This is an optimization exercise on Yosys and OpenROAD, whose aim is small area and a short achievable clock period, not a production implementation.
The RTL was checked by simulation tests, not by an equivalence proof against the original design.
Power and IR drop assume default switching activity.

== ember ==
==> flow/design.v <==
package gpio_axis_pkg;
    localparam int MAX_CH = 16;
    typedef logic [3:0] ch_idx_t;
    function automatic integer clog2(input integer v);
        integer r, i;
        begin
            r = 0;
            for (i = 0; i < 31; i = i + 1)
                if ((1 << i) < v) r = i + 1;
            clog2 = r;
        end
    endfunction
    function automatic integer ch_width(input integer n);
        ch_width = (n <= 1) ? 1 : clog2(n);
    endfunction
    function automatic integer addr_width(input integer depth);
        addr_width = (depth <= 1) ? 1 : clog2(depth);
    endfunction
endpackage
module gpio_axis_chan_fifo #(
    parameter int DATA_WIDTH = 32,
    parameter int DEPTH      = 16,
    parameter int WEN_EDGE   = 1
) (
    input  logic                        clk,
    input  logic                        rst_n,
    input  logic                        clr,
    input  logic                        wen,
    input  logic [DATA_WIDTH-1:0]       wdata,
    input  logic                        pop,
    output logic [DEPTH*DATA_WIDTH-1:0] mem_flat,
    output logic [DEPTH-1:0]            rsel,
    output logic                        nonempty,
    output logic                        nonempty_nx,
    output logic                        overflow
);
    localparam int AW = gpio_axis_pkg::addr_width(DEPTH);
    localparam int CW = gpio_axis_pkg::clog2(DEPTH + 1);
    logic [DATA_WIDTH-1:0] mem [DEPTH];
    logic [AW-1:0]         wptr, rptr;
    logic [CW-1:0]         count;
    logic                  wen_q;
    logic                  push, full, wr_en, one_left;
    assign push     = (WEN_EDGE != 0) ? (wen & ~wen_q) : wen;
    assign full     = (count == CW'(DEPTH));
    assign one_left = (count == CW'(1));
    assign wr_en    = push & ~full;
    for (genvar i = 0; i < DEPTH; i++) begin : g_mem
        always_ff @(posedge clk) begin
            if (wr_en && wptr == AW'(i))
                mem[i] <= wdata;
        end
        assign mem_flat[i*DATA_WIDTH +: DATA_WIDTH] = mem[i];
        assign rsel[i] = (rptr == AW'(i));
    end
    always_comb begin
        if (!rst_n || clr)
            nonempty_nx = 1'b0;
        else
            nonempty_nx = wr_en | (pop ? (nonempty & ~one_left) : nonempty);
    end
    always_ff @(posedge clk) begin
        nonempty <= nonempty_nx;
    end
    always_ff @(posedge clk) begin
        if (!rst_n) begin
            wen_q    <= 1'b0;
            wptr     <= '0;
            rptr     <= '0;
            count    <= '0;
            overflow <= 1'b0;
        end else if (clr) begin
            wen_q    <= wen;
            wptr     <= '0;
            rptr     <= '0;
            count    <= '0;
            overflow <= 1'b0;
        end else begin
            wen_q <= wen;
            if (wr_en)
                wptr <= (wptr == AW'(DEPTH - 1)) ? '0 : wptr + 1'b1;
            if (push && full)
                overflow <= 1'b1;
            if (pop)
                rptr <= (rptr == AW'(DEPTH - 1)) ? '0 : rptr + 1'b1;
            case ({wr_en, pop})
                2'b10:   count <= count + 1'b1;
                2'b01:   count <= count - 1'b1;
                default: ;
            endcase
        end
    end
endmodule
module gpio_to_axis_mux_fifo #(
    parameter int NUM_CH     = 4,
    parameter int DATA_WIDTH = 32,
    parameter int DEPTH      = 16,
    parameter int WEN_EDGE   = 1,
    parameter int BURST_LEN  = 8
) (
    input  logic                         clk,
    input  logic                         rst_n,
    input  logic                         clr,
    input  logic [NUM_CH-1:0]            wen,
    input  logic [NUM_CH*DATA_WIDTH-1:0] wdata,
    output logic [NUM_CH-1:0]            overflow,
    output logic [DATA_WIDTH-1:0]        m_axis_tdata,
    output logic [gpio_axis_pkg::ch_width(NUM_CH)-1:0] m_axis_tdest,
    output logic                         m_axis_tlast,
    output logic                         m_axis_tvalid,
    input  logic                         m_axis_tready
);
    localparam int CH_W = gpio_axis_pkg::ch_width(NUM_CH);
    logic [NUM_CH-1:0]                        nonempty, nonempty_nx;
    logic [NUM_CH-1:0]                        pop;
    logic [NUM_CH-1:0][DEPTH*DATA_WIDTH-1:0]  mem_flat;
    logic [NUM_CH-1:0][DEPTH-1:0]             rsel, rsel_nx;
    logic [NUM_CH-1:0][DEPTH-1:0]             sel;      
    logic [NUM_CH-1:0]     rr_oh, rr_nx;    
    logic [NUM_CH-1:0]     gnt_oh, gnt_nx;  
    logic [CH_W-1:0]       gnt;
    logic [DATA_WIDTH-1:0] gnt_data;
    logic                  gnt_vld, load, flush;
    for (genvar i = 0; i < NUM_CH; i++) begin : g_ch
        gpio_axis_chan_fifo #(
            .DATA_WIDTH (DATA_WIDTH),
            .DEPTH      (DEPTH),
            .WEN_EDGE   (WEN_EDGE)
        ) u_fifo (
            .clk         (clk),
            .rst_n       (rst_n),
            .clr         (clr),
            .wen         (wen[i]),
            .wdata       (wdata[(i)*(DATA_WIDTH) +: (DATA_WIDTH)]),
            .pop         (pop[i]),
            .mem_flat    (mem_flat[i]),
            .rsel        (rsel[i]),
            .nonempty    (nonempty[i]),
            .nonempty_nx (nonempty_nx[i]),
            .overflow    (overflow[i])
        );
        assign rsel_nx[i] = pop[i] ? {rsel[i][DEPTH-2:0], rsel[i][DEPTH-1]} : rsel[i];
    end
    assign flush   = !rst_n || clr;
    assign gnt_vld = |nonempty;
    assign load    = gnt_vld & (~m_axis_tvalid | m_axis_tready);
    assign pop     = gnt_oh & {NUM_CH{load}};
    always_comb begin
        logic blocked;
        int   j;
        rr_nx = flush ? NUM_CH'(1) : load ? {gnt_oh[NUM_CH-2:0], gnt_oh[NUM_CH-1]} : rr_oh;
        for (int c = 0; c < NUM_CH; c++) begin
            blocked = 1'b0;
            for (int k = 1; k < NUM_CH; k++) begin
                j = (c - k + NUM_CH) % NUM_CH;
                for (int m = 0; m < k; m++)
                    if (rr_nx[j] && nonempty_nx[(j + m) % NUM_CH]) blocked = 1'b1;
            end
            gnt_nx[c] = nonempty_nx[c] && !blocked;
        end
    end
    always_ff @(posedge clk) begin
        rr_oh  <= rr_nx;
        gnt_oh <= gnt_nx;
        for (int c = 0; c < NUM_CH; c++)
            sel[c] <= rsel_nx[c] & {DEPTH{gnt_nx[c]}};
    end
    always_comb begin
        gnt      = '0;
        gnt_data = '0;
        for (int c = 0; c < NUM_CH; c++) begin
            if (gnt_oh[c]) gnt = gnt | CH_W'(c);
            for (int i = 0; i < DEPTH; i++)
                gnt_data = gnt_data | (mem_flat[c][i*DATA_WIDTH +: DATA_WIDTH] & {DATA_WIDTH{sel[c][i]}});
        end
    end
    always_ff @(posedge clk) begin
        if (flush) begin
            m_axis_tvalid <= 1'b0;
            m_axis_tdata  <= '0;
            m_axis_tdest  <= '0;
            m_axis_tlast  <= 1'b0;
        end else if (load) begin
            m_axis_tvalid <= 1'b1;
            m_axis_tdata  <= gnt_data;
            m_axis_tdest  <= gnt;
            m_axis_tlast  <= (BURST_LEN >= 1);
        end else if (m_axis_tready) begin
            m_axis_tvalid <= 1'b0;
        end
    end
endmodule
export LEC_CHECK = 0
export ABC_CLOCK_PERIOD_IN_PS = 2400
export CAP_MARGIN = 20
export CORE_MARGIN = 2
export CORE_UTILIZATION = 40
export CTS_CLUSTER_DIAMETER = 100
export CTS_CLUSTER_SIZE = 25
export SETUP_SLACK_MARGIN = 2.6
export SLEW_MARGIN = 20
create_clock -name core_clock -period 5.0 [get_ports {clk}]
standard.sh (not shown) runs the stock make flow with config.mk's settings and CLKGATE_MAP_FILE= SYNTH_SCRIPT=/design/flow/synth_recipe.tcl, a recipe that flattens the netlist after the stock synthesis.
==> flow/flow/run.sh <==
#!/bin/bash
# Standard ORFS layout (the standard.sh, standard synthesis unchanged) with
# two knobs passed through the environment:
#  - port buffers are plain buf_4 cells instead of the delay-cell buffers that
#    buffer_ports picks by default;
#  - clock tree synthesis without dummy loads, with larger sink clusters.
set -euo pipefail
export BUFFER_PORTS_ARGS="-buffer_cell sky130_fd_sc_hd__buf_4"
export CTS_ARGS="-sink_clustering_enable -repair_clock_nets -dont_use_dummy_load -sink_clustering_size 25 -sink_clustering_max_diameter 100"
bash standard.sh > standard_flow.log 2>&1
--- input diff ember..garnet ---
==> flow/design.v, changed modules only <==
module gpio_axis_chan_fifo #(
    parameter int DATA_WIDTH = 32,
    parameter int DEPTH      = 16,
    parameter int WEN_EDGE   = 1
) (
    input  logic                  clk,
    input  logic                  rst_n,
    input  logic                  clr,
    input  logic                  wen,
    input  logic [DATA_WIDTH-1:0] wdata,
    input  logic                  pop,
    output logic [DATA_WIDTH-1:0] rd_data,
    output logic                  nonempty,
    output logic                  nonempty_nx,
    output logic                  overflow
);
    localparam int AW = gpio_axis_pkg::addr_width(DEPTH);
    localparam int CW = gpio_axis_pkg::clog2(DEPTH + 1);
    logic [DATA_WIDTH-1:0] mem [DEPTH];
    logic [AW-1:0]         wptr;
    logic [DEPTH-1:0]      rsel;      
    logic [CW-1:0]         count;
    logic                  wen_q;
    logic                  push, full, wr_en, one_left;
    assign push     = (WEN_EDGE != 0) ? (wen & ~wen_q) : wen;
    assign full     = (count == CW'(DEPTH));
    assign one_left = (count == CW'(1));
    assign wr_en    = push & ~full;
    for (genvar i = 0; i < DEPTH; i++) begin : g_mem
        always_ff @(posedge clk) begin
            if (wr_en && wptr == AW'(i))
                mem[i] <= wdata;
        end
    end
    always_comb begin
        rd_data = '0;
        for (int i = 0; i < DEPTH; i++)
            rd_data = rd_data | (mem[i] & {DATA_WIDTH{rsel[i]}});
    end
    always_comb begin
        if (!rst_n || clr)
            nonempty_nx = 1'b0;
        else
            nonempty_nx = wr_en | (pop ? (nonempty & ~one_left) : nonempty);
    end
    always_ff @(posedge clk) begin
        nonempty <= nonempty_nx;
    end
    always_ff @(posedge clk) begin
        if (!rst_n) begin
            wen_q    <= 1'b0;
            wptr     <= '0;
            rsel     <= DEPTH'(1);
            count    <= '0;
            overflow <= 1'b0;
        end else if (clr) begin
            wen_q    <= wen;
            wptr     <= '0;
            rsel     <= DEPTH'(1);
            count    <= '0;
            overflow <= 1'b0;
        end else begin
            wen_q <= wen;
            if (wr_en)
                wptr <= (wptr == AW'(DEPTH - 1)) ? '0 : wptr + 1'b1;
            if (push && full)
                overflow <= 1'b1;
            if (pop)
                rsel <= {rsel[DEPTH-2:0], rsel[DEPTH-1]};
            case ({wr_en, pop})
                2'b10:   count <= count + 1'b1;
                2'b01:   count <= count - 1'b1;
                default: ;
            endcase
        end
    end
endmodule
module gpio_to_axis_mux_fifo #(
    parameter int NUM_CH     = 4,
    parameter int DATA_WIDTH = 32,
    parameter int DEPTH      = 16,
    parameter int WEN_EDGE   = 1,
    parameter int BURST_LEN  = 8
) (
    input  logic                         clk,
    input  logic                         rst_n,
    input  logic                         clr,
    input  logic [NUM_CH-1:0]            wen,
    input  logic [NUM_CH*DATA_WIDTH-1:0] wdata,
    output logic [NUM_CH-1:0]            overflow,
    output logic [DATA_WIDTH-1:0]        m_axis_tdata,
    output logic [gpio_axis_pkg::ch_width(NUM_CH)-1:0] m_axis_tdest,
    output logic                         m_axis_tlast,
    output logic                         m_axis_tvalid,
    input  logic                         m_axis_tready
);
    localparam int CH_W = gpio_axis_pkg::ch_width(NUM_CH);
    logic [NUM_CH-1:0]                 nonempty, nonempty_nx;
    logic [NUM_CH-1:0]                 pop;
    logic [NUM_CH-1:0][DATA_WIDTH-1:0] dout;
    logic [NUM_CH-1:0]     rr_oh, rr_nx;    
    logic [NUM_CH-1:0]     gnt_oh, gnt_nx;  
    logic [CH_W-1:0]       gnt;
    logic [DATA_WIDTH-1:0] gnt_data;
    logic                  gnt_vld, load, flush;
    for (genvar i = 0; i < NUM_CH; i++) begin : g_ch
        gpio_axis_chan_fifo #(
            .DATA_WIDTH (DATA_WIDTH),
            .DEPTH      (DEPTH),
            .WEN_EDGE   (WEN_EDGE)
        ) u_fifo (
            .clk         (clk),
            .rst_n       (rst_n),
            .clr         (clr),
            .wen         (wen[i]),
            .wdata       (wdata[(i)*(DATA_WIDTH) +: (DATA_WIDTH)]),
            .pop         (pop[i]),
            .rd_data     (dout[i]),
            .nonempty    (nonempty[i]),
            .nonempty_nx (nonempty_nx[i]),
            .overflow    (overflow[i])
        );
    end
    assign flush   = !rst_n || clr;
    assign gnt_vld = |nonempty;
    assign load    = gnt_vld & (~m_axis_tvalid | m_axis_tready);
    assign pop     = gnt_oh & {NUM_CH{load}};
    always_comb begin
        logic blocked;
        int   j;
        rr_nx = flush ? NUM_CH'(1) : load ? {gnt_oh[NUM_CH-2:0], gnt_oh[NUM_CH-1]} : rr_oh;
        for (int c = 0; c < NUM_CH; c++) begin
            blocked = 1'b0;
            for (int k = 1; k < NUM_CH; k++) begin
                j = (c - k + NUM_CH) % NUM_CH;
                for (int m = 0; m < k; m++)
                    if (rr_nx[j] && nonempty_nx[(j + m) % NUM_CH]) blocked = 1'b1;
            end
            gnt_nx[c] = nonempty_nx[c] && !blocked;
        end
    end
    always_ff @(posedge clk) begin
        rr_oh  <= rr_nx;
        gnt_oh <= gnt_nx;
    end
    always_comb begin
        gnt      = '0;
        gnt_data = '0;
        for (int c = 0; c < NUM_CH; c++) begin
            if (gnt_oh[c]) gnt = gnt | CH_W'(c);
            gnt_data = gnt_data | (dout[c] & {DATA_WIDTH{gnt_oh[c]}});
        end
    end
    always_ff @(posedge clk) begin
        if (flush) begin
            m_axis_tvalid <= 1'b0;
            m_axis_tdata  <= '0;
            m_axis_tdest  <= '0;
            m_axis_tlast  <= 1'b0;
        end else if (load) begin
            m_axis_tvalid <= 1'b1;
            m_axis_tdata  <= gnt_data;
            m_axis_tdest  <= gnt;
            m_axis_tlast  <= (BURST_LEN >= 1);
        end else if (m_axis_tready) begin
            m_axis_tvalid <= 1'b0;
        end
    end
endmodule
Findings:
Measured against ember, the largest net degree at the start of global routing of garnet comes out at 1.8 times the reference value.
NOTE: fraction of final layout cells with drive strength greater than 1 in garnet exceeds that of ember
Between ember and garnet, the flow reports total number of multi-input combinational cells decreasing by a few percent.
Min via count across ember and garnet: garnet
Compared to ember, garnet was floorplanned on a smaller die.
Going from ember to garnet, number of sinks driven by the clock tree shrank slightly.
garnet: wire length is 110 mm lower than what ember reported.
On cell area: between ember and garnet, it ends up lower for ember.
garnet consumes less power than ember does.
Measured against each other, ember and garnet differ in floorplan die height, the lower figure coming from garnet.
Compare ember and garnet | standard-cell row count higher: ember
garnet | stages: all done | timing, DRC, antenna: all pass

==> what the ideal ports hide <==
The flow's constraints put no driver on any port. The routed layouts listed below were extracted and timed again, unchanged, in two steps. Step 1 assumes that a clkbuf_16 drives the clock port and a buf_2 every other input. Step 2 adds t to the input delays and takes it off the output delays; t is the mean of the earliest and latest rising clock arrival at the registers after step 1. Input paths then give back, and output paths get back, about the clock's delay inside the block. Three values: ideal ports, drivers, drivers and shift; two values: the first two.
run | shift t [ns] | setup slack, ns | worst slew at a driven data input, ns
ember | 0.845 | 2.499 / 2.499 / 2.044 | 0.12
garnet | 0.836 | 2.302 / 2.302 / 2.012 | 0.19
After both steps every run listed still meets setup and hold. The setup slack of ember, which loses most, moves by 0.000 ns with the drivers and by -0.455 ns with both steps.
